This design comes from an exercise in tuning for small area, a short achievable clock period and few clock cycles per item on the open sky130 flow, not from production work.
RTL that was checked went through simulation tests only; none was proved equivalent to the original.

## JK
## hilo_md_unit
module hilo_md_unit #(
    parameter int DATA_W    = 32,
    parameter int DIV_CNT_W = 6
) (
    input  logic              cpu_clk_50M,
    input  logic              cpu_rst_n,
    input  logic              flush_i,
    input  logic              op_valid_i,
    output logic              op_ready_o,
    input  logic [2:0]        op_i,
    input  logic              sign_i,
    input  logic [DATA_W-1:0] src_a_i,
    input  logic [DATA_W-1:0] src_b_i,
    output logic [DATA_W-1:0] hi_o,
    output logic [DATA_W-1:0] lo_o,
    output logic              done_o
);
clock: 14.0 ns
lec_check: 0
abc_area: 1
cap_margin: 20
core_margin: 2
core_utilization: 40
setup_slack_margin: 5
slew_margin: 20
run.sh (not shown) runs the stock make flow with config.mk's settings and CLKGATE_MAP_FILE= SYNTH_SCRIPT=/design/flow/synth_recipe.tcl, a recipe that flattens the netlist after the stock synthesis.
Edits applied to the flow inputs when going from JK to MS:
--- a/flow/design.v
+++ b/flow/design.v
@@ -16,25 +16,25 @@
     output logic [DATA_W-1:0] lo_o,
     output logic              done_o
 );
     localparam int c_w2  = 2 * DATA_W;
     localparam int DIV_K = 2;                        
     localparam logic [2:0] c_op_mthi = 3'd1;
     localparam logic [2:0] c_op_mtlo = 3'd2;
     localparam logic [2:0] c_op_mult = 3'd3;
     localparam logic [2:0] c_op_madd = 3'd4;
     localparam logic [2:0] c_op_msub = 3'd5;
     localparam logic [2:0] c_op_div  = 3'd6;
     function automatic logic [1:0] fa(input logic x, input logic y, input logic z);
-        fa = {(x & y) | (x & z) | (y & z), x ^ y ^ z};
+        fa = {(x & y) | ((x ^ y) & z), (x ^ y) ^ z};
     endfunction
     function automatic logic [1:0] ha(input logic x, input logic y);
         ha = {x & y, x ^ y};
     endfunction
     function automatic logic [5:0] lzc32(input logic [31:0] x);
         logic [15:0]      v1;
         logic [15:0]      c1;
         logic [7:0]       v2;
         logic [7:0][1:0]  c2;
         logic [3:0]       v3;
         logic [3:0][2:0]  c3;
         logic [1:0]       v4;
@@ -60,27 +60,46 @@
         else            lzc32 = 6'd32;
     endfunction
     function automatic logic low_mask(input logic [31:0] y);
         low_mask = ~|(y[31:1] & ~y[30:0]);
     endfunction
     logic                 busy_q;
     logic                 done_q;
     logic [c_w2-1:0]      hl_s_q, hl_c_q;   
     logic [DATA_W-1:0]    quo_q;            
     logic [DATA_W-1:0]    rem_q;
     logic [DATA_W-1:0]    dvs_q;
     logic                 qneg_q, rneg_q;
-    logic [DIV_CNT_W-1:0] cnt_q;
+    logic [3:0]           cnt_q;            
     logic [c_w2-1:0]      w_hl;
-    assign w_hl       = hl_s_q + hl_c_q;
+    always_comb begin : hl_cpa
+        logic [c_w2-1:0] p, g, gg, pp;
+        p  = hl_s_q ^ hl_c_q;
+        g  = hl_s_q & hl_c_q;
+        gg = g;
+        pp = p;
+        for (int d = 1; d < c_w2; d = d * 2) begin
+            for (int i = 2 * d - 1; i < c_w2; i = i + 2 * d) begin
+                gg[i] = gg[i] | (pp[i] & gg[i-d]);
+                pp[i] = pp[i] & pp[i-d];
+            end
+        end
+        for (int d = c_w2 / 4; d >= 1; d = d / 2) begin
+            for (int i = 3 * d - 1; i < c_w2; i = i + 2 * d) begin
+                gg[i] = gg[i] | (pp[i] & gg[i-d]);
+                pp[i] = pp[i] & pp[i-d];
+            end
+        end
+        w_hl = p ^ {gg[c_w2-2:0], 1'b0};
+    end
     assign op_ready_o = ~busy_q;
     assign hi_o       = w_hl[c_w2-1:DATA_W];
     assign lo_o       = w_hl[DATA_W-1:0];
     assign done_o     = done_q;
     logic w_accept;
     assign w_accept = op_valid_i & ~busy_q & ~flush_i;
     logic              w_is_msub, w_use_acc;
     logic [DATA_W:0]   w_ma;            
     logic [DATA_W+1:0] w_mb;            
     logic [16:0]       w_bone, w_btwo, w_bneg;
     logic [DATA_W+1:0] w_pp [17];
     logic [c_w2-1:0]   w_acc_s, w_acc_c, w_tree_s, w_tree_c;
@@ -831,24 +850,24 @@
                             busy_q <= 1'b1;
                         end
                     end
                     default: ;
                 endcase
             end
         end
     end
     always_ff @(posedge cpu_clk_50M) begin
         if (busy_q) begin
             rem_q <= w_r_end;
             quo_q <= w_q_end;
-            cnt_q <= cnt_q - DIV_CNT_W'(1);
+            cnt_q <= cnt_q - 4'd1;
         end else begin
             rem_q  <= w_dvd_sh[c_w2-1:DATA_W];
             quo_q  <= w_dvd_sh[DATA_W-1:0];
             dvs_q  <= w_b_mag;
             qneg_q <= w_a_neg ^ w_b_neg;
             rneg_q <= w_a_neg;
-            cnt_q  <= {2'b00, ~w_m[4:1]};
+            cnt_q  <= ~w_m[4:1];
         end
     end
 endmodule
 `default_nettype wire
### Flow results
From JK to MS the numbers moved as follows: fraction of area in registers shows an increase of 0.96 points; average instance area after synthesis shows an increase of 0.60 sq um. Changes observed in MS relative to JK: TritonCTS sink count now sits lower; global placement routability congestion now sits lower. Comparing placed cell count for JK and MS, the bigger number came from JK. Delta (MS minus JK): area after synthesis fell 9.6%, fraction of met2 tracks used by global routing -1.1 points. MS has post-route worst setup slack above what JK had. MS against JK: horizontal die dimension now smaller; tap cell count -206.
No run of this note included a check of the RTL's function; only the layout flow was run.

========
Setup of run 1:
Another version of the RTL of hilo_md_unit (not shown whole).
For scale: roughly 230 flip-flops.
clock: 14.0 ns
lec_check: 0
abc_area: 1
cap_margin: 20
core_margin: 2
core_utilization: 40
setup_slack_margin: 5
slew_margin: 20
Testbench counts of run 1, summed over its fixed seeds: cycles 15,359, ops 12,000.
Relative to run 1, the following input files were edited for run 2:
--- a/flow/design.v
+++ b/flow/design.v
@@ -26,36 +26,14 @@
     localparam logic [2:0] c_op_div  = 3'd6;
     function automatic logic [1:0] fa(input logic x, input logic y, input logic z);
         fa = {(x & y) | ((x ^ y) & z), (x ^ y) ^ z};
     endfunction
     function automatic logic [1:0] ha(input logic x, input logic y);
         ha = {x & y, x ^ y};
     endfunction
-    function automatic logic [63:0] bk_add(input logic [63:0] x, input logic [63:0] y,
-                                           input logic ci);
-        logic [63:0] p, g, gg, pp;
-        p     = x ^ y;
-        g     = x & y;
-        gg    = g;
-        pp    = p;
-        gg[0] = g[0] | (p[0] & ci);
-        for (int d = 1; d < 64; d = d * 2) begin
-            for (int i = 2 * d - 1; i < 64; i = i + 2 * d) begin
-                gg[i] = gg[i] | (pp[i] & gg[i-d]);
-                pp[i] = pp[i] & pp[i-d];
-            end
-        end
-        for (int d = 16; d >= 1; d = d / 2) begin
-            for (int i = 3 * d - 1; i < 64; i = i + 2 * d) begin
-                gg[i] = gg[i] | (pp[i] & gg[i-d]);
-                pp[i] = pp[i] & pp[i-d];
-            end
-        end
-        bk_add = p ^ {gg[62:0], ci};
-    endfunction
     function automatic logic [5:0] lzc32(input logic [31:0] x);
         logic [15:0]      v1;
         logic [15:0]      c1;
         logic [7:0]       v2;
         logic [7:0][1:0]  c2;
         logic [3:0]       v3;
         logic [3:0][2:0]  c3;
@@ -89,15 +67,34 @@
     logic [c_w2-1:0]      hl_s_q, hl_c_q;   
     logic [DATA_W:0]      quo_q;            
     logic [DATA_W-1:0]    rem_q;
     logic [DATA_W-1:0]    dvs_q;
     logic                 qneg_q, rneg_q;
     logic [3:0]           cnt_q;            
     logic [c_w2-1:0]      w_hl;
-    assign w_hl       = bk_add(hl_s_q, hl_c_q, 1'b0);
+    always_comb begin : hl_cpa
+        logic [c_w2-1:0] p, g, gg, pp;
+        p  = hl_s_q ^ hl_c_q;
+        g  = hl_s_q & hl_c_q;
+        gg = g;
+        pp = p;
+        for (int d = 1; d < c_w2; d = d * 2) begin
+            for (int i = 2 * d - 1; i < c_w2; i = i + 2 * d) begin
+                gg[i] = gg[i] | (pp[i] & gg[i-d]);
+                pp[i] = pp[i] & pp[i-d];
+            end
+        end
+        for (int d = c_w2 / 4; d >= 1; d = d / 2) begin
+            for (int i = 3 * d - 1; i < c_w2; i = i + 2 * d) begin
+                gg[i] = gg[i] | (pp[i] & gg[i-d]);
+                pp[i] = pp[i] & pp[i-d];
+            end
+        end
+        w_hl = p ^ {gg[c_w2-2:0], 1'b0};
+    end
     assign op_ready_o = ~busy_q;
     assign hi_o       = w_hl[c_w2-1:DATA_W];
     assign lo_o       = w_hl[DATA_W-1:0];
     assign done_o     = done_q;
     logic w_accept;
     assign w_accept = op_valid_i & ~busy_q & ~flush_i;
     logic              w_is_msub, w_use_acc;
@@ -814,15 +811,15 @@
         logic [DATA_W:0]   sh, diff;
         logic [DATA_W-1:0] rem;
         logic [DATA_W:0]   quo;
         rem = rem_q;
         quo = quo_q;
         for (int k = 0; k < DIV_K; k++) begin
             sh   = {rem, quo[DATA_W]};
-            diff = (DATA_W+1)'(bk_add({31'b0, sh}, {31'b0, ~{1'b0, dvs_q}}, 1'b1));
+            diff = sh - {1'b0, dvs_q};
             rem  = diff[DATA_W] ? sh[DATA_W-1:0] : diff[DATA_W-1:0];
             quo  = {quo[DATA_W-1:0], ~diff[DATA_W]};
         end
         w_r_end = rem;
         w_q_end = quo[DATA_W-1:0];
         w_q33   = quo;
     end
Changes observed in run 2 relative to run 1: clock buffer and inverter area fraction after layout grew by 0.28 points, non-clock buffer count shrank by about 1.9%.
Layout overhead on the synthesized area was higher in the run labelled run 2.
Per the comparison of run 2 with run 1, met3 routed wirelength saw an increase, area of the multi-input gates saw an increase.
Taking run 2 over run 1, the number of clock buffers inserted by TritonCTS ratio works out to 1.13.
Total number of nets in the final design grows by a few percent when moving from run 1 to run 2.
Run 2 vs run 1 — count of non-filler cells in the finished layout climbed by a little under 10%
No functional check of the RTL was part of run 2.

========
Setup of fjord:
Another version of the RTL of hilo_md_unit (not shown whole).
For scale: ~7,000 cells after synthesis, ~230 flip-flops, about 140 I/O pins, ~52,000 um2 of cells after synthesis.
==> flow/design.v (excerpt) <==
module hilo_md_unit #(
    parameter int DATA_W    = 32,
    parameter int DIV_CNT_W = 6
) (
    input  logic              cpu_clk_50M,
    input  logic              cpu_rst_n,
    input  logic              flush_i,
    input  logic              op_valid_i,
    output logic              op_ready_o,
    input  logic [2:0]        op_i,
    input  logic              sign_i,
    input  logic [DATA_W-1:0] src_a_i,
    input  logic [DATA_W-1:0] src_b_i,
    output logic [DATA_W-1:0] hi_o,
    output logic [DATA_W-1:0] lo_o,
    output logic              done_o
);
Settings: LEC_CHECK=0, ABC_AREA=1, CAP_MARGIN=20, CORE_MARGIN=2, CORE_UTILIZATION=40, SETUP_SLACK_MARGIN=5, SLEW_MARGIN=20; clock period 14.0 ns.
> inputs changed (fjord -> cedar)
--- a/flow/design.v
+++ b/flow/design.v
@@ -16,25 +16,25 @@
     output logic [DATA_W-1:0] lo_o,
     output logic              done_o
 );
     localparam int c_w2  = 2 * DATA_W;
     localparam int DIV_K = 4;                        
     localparam logic [2:0] c_op_mthi = 3'd1;
     localparam logic [2:0] c_op_mtlo = 3'd2;
     localparam logic [2:0] c_op_mult = 3'd3;
     localparam logic [2:0] c_op_madd = 3'd4;
     localparam logic [2:0] c_op_msub = 3'd5;
     localparam logic [2:0] c_op_div  = 3'd6;
     function automatic logic [1:0] fa(input logic x, input logic y, input logic z);
-        fa = {(x & y) | (x & z) | (y & z), x ^ y ^ z};
+        fa = {(x & y) | ((x ^ y) & z), (x ^ y) ^ z};
     endfunction
     function automatic logic [1:0] ha(input logic x, input logic y);
         ha = {x & y, x ^ y};
     endfunction
     function automatic logic [5:0] lzc32(input logic [31:0] x);
         logic [15:0]      v1;
         logic [15:0]      c1;
         logic [7:0]       v2;
         logic [7:0][1:0]  c2;
         logic [3:0]       v3;
         logic [3:0][2:0]  c3;
         logic [1:0]       v4;
@@ -60,25 +60,25 @@
         else            lzc32 = 6'd32;
     endfunction
     function automatic logic low_mask(input logic [31:0] y);
         low_mask = ~|(y[31:1] & ~y[30:0]);
     endfunction
     logic                 busy_q;
     logic                 done_q;
     logic [c_w2-1:0]      hl_s_q, hl_c_q;   
     logic [DATA_W-1:0]    quo_q;            
     logic [DATA_W-1:0]    rem_q;
     logic [DATA_W-1:0]    dvs_q;
     logic                 qneg_q, rneg_q;
-    logic [DIV_CNT_W-1:0] cnt_q;
+    logic [2:0]           cnt_q;            
     logic [c_w2-1:0]      w_hl;
     always_comb begin : hl_cpa
         logic [c_w2-1:0] p, g, gg, pp;
         p  = hl_s_q ^ hl_c_q;
         g  = hl_s_q & hl_c_q;
         gg = g;
         pp = p;
         for (int d = 1; d < c_w2; d = d * 2) begin
             for (int i = 2 * d - 1; i < c_w2; i = i + 2 * d) begin
                 gg[i] = gg[i] | (pp[i] & gg[i-d]);
                 pp[i] = pp[i] & pp[i-d];
             end
@@ -850,24 +850,24 @@
                             busy_q <= 1'b1;
                         end
                     end
                     default: ;
                 endcase
             end
         end
     end
     always_ff @(posedge cpu_clk_50M) begin
         if (busy_q) begin
             rem_q <= w_r_end;
             quo_q <= w_q_end;
-            cnt_q <= cnt_q - DIV_CNT_W'(1);
+            cnt_q <= cnt_q - 3'd1;
         end else begin
             rem_q  <= w_dvd_sh[c_w2-1:DATA_W];
             quo_q  <= w_dvd_sh[DATA_W-1:0];
             dvs_q  <= w_b_mag;
             qneg_q <= w_a_neg ^ w_b_neg;
             rneg_q <= w_a_neg;
-            cnt_q  <= {3'b000, ~w_m[4:2]};
+            cnt_q  <= ~w_m[4:2];
         end
     end
 endmodule
 `default_nettype wire
- Number of cells traversed by the worst register-to-register path in cedar vs fjord: up about 5%
- Cmp cedar vs fjord: worst setup timing slack at the placement stage lower in cedar
- Core area in cedar is about 2% below fjord.
- Compare fjord and cedar | async set or reset register ratio after synthesis lower: fjord
- Summary of cedar over fjord: slack of the critical path went down by 35 ps.
- Sort fjord and cedar by placed standard-cell area desc -> top: fjord
- Comparing fjord and cedar, the higher post-synthesis adder-cell area fraction was measured on cedar.
- Compared cedar vs fjord, and total wirelength of the detailed-routed design is up in cedar.
- Count of placed standard cells in the final layout, fillers left out of cedar falls short of that of fjord by a few percent.
Testbench counts of cedar, summed over its fixed seeds: cycles 14,682, ops 12,000.
No functional check of the RTL was part of fjord.

-- afterwards: timing with drivers on the ports --
Ports are ideal in the flow. The routed layouts listed here were re-timed in OpenROAD.
Step 1 assumes that a clkbuf_16 drives the clock port and a buf_2 every other input.
Step 2 adds t to the input delays and takes it off the output delays; t is the mean of the earliest and latest rising clock arrival at the registers after step 1. Input paths then give back, and output paths get back, about the clock's delay inside the block.
Slacks: ideal ports / drivers / drivers and shift; pairs: ideal ports / drivers.
run	t, ns	setup slack, ns	hold WS [ns]	worst register clock-pin slew, ns	worst slew at a driven data input, ns
JK	0.690	5.141 / 5.186 / 4.496	0.485 / 0.485 / 0.485	0.08 / 0.08	0.13
MS	0.667	5.178 / 5.209 / 4.542	0.502 / 0.502 / 0.502	0.07 / 0.07	0.12
run 1	0.701	5.198 / 5.172 / 4.472	0.517 / 0.517 / 0.517	0.08 / 0.08	0.12
run 2	0.641	5.048 / 5.080 / 4.439	0.508 / 0.508 / 0.508	0.07 / 0.07	0.15
fjord	0.690	5.115 / 5.142 / 4.452	0.461 / 0.461 / 0.461	0.08 / 0.08	0.05
cedar	0.694	5.080 / 5.123 / 4.430	0.457 / 0.457 / 0.457	0.07 / 0.07	0.08
After both steps setup and hold are still met in every run listed. The setup slack of run 1, which loses most, moves by -0.026 ns with the drivers and by -0.726 ns with both steps.
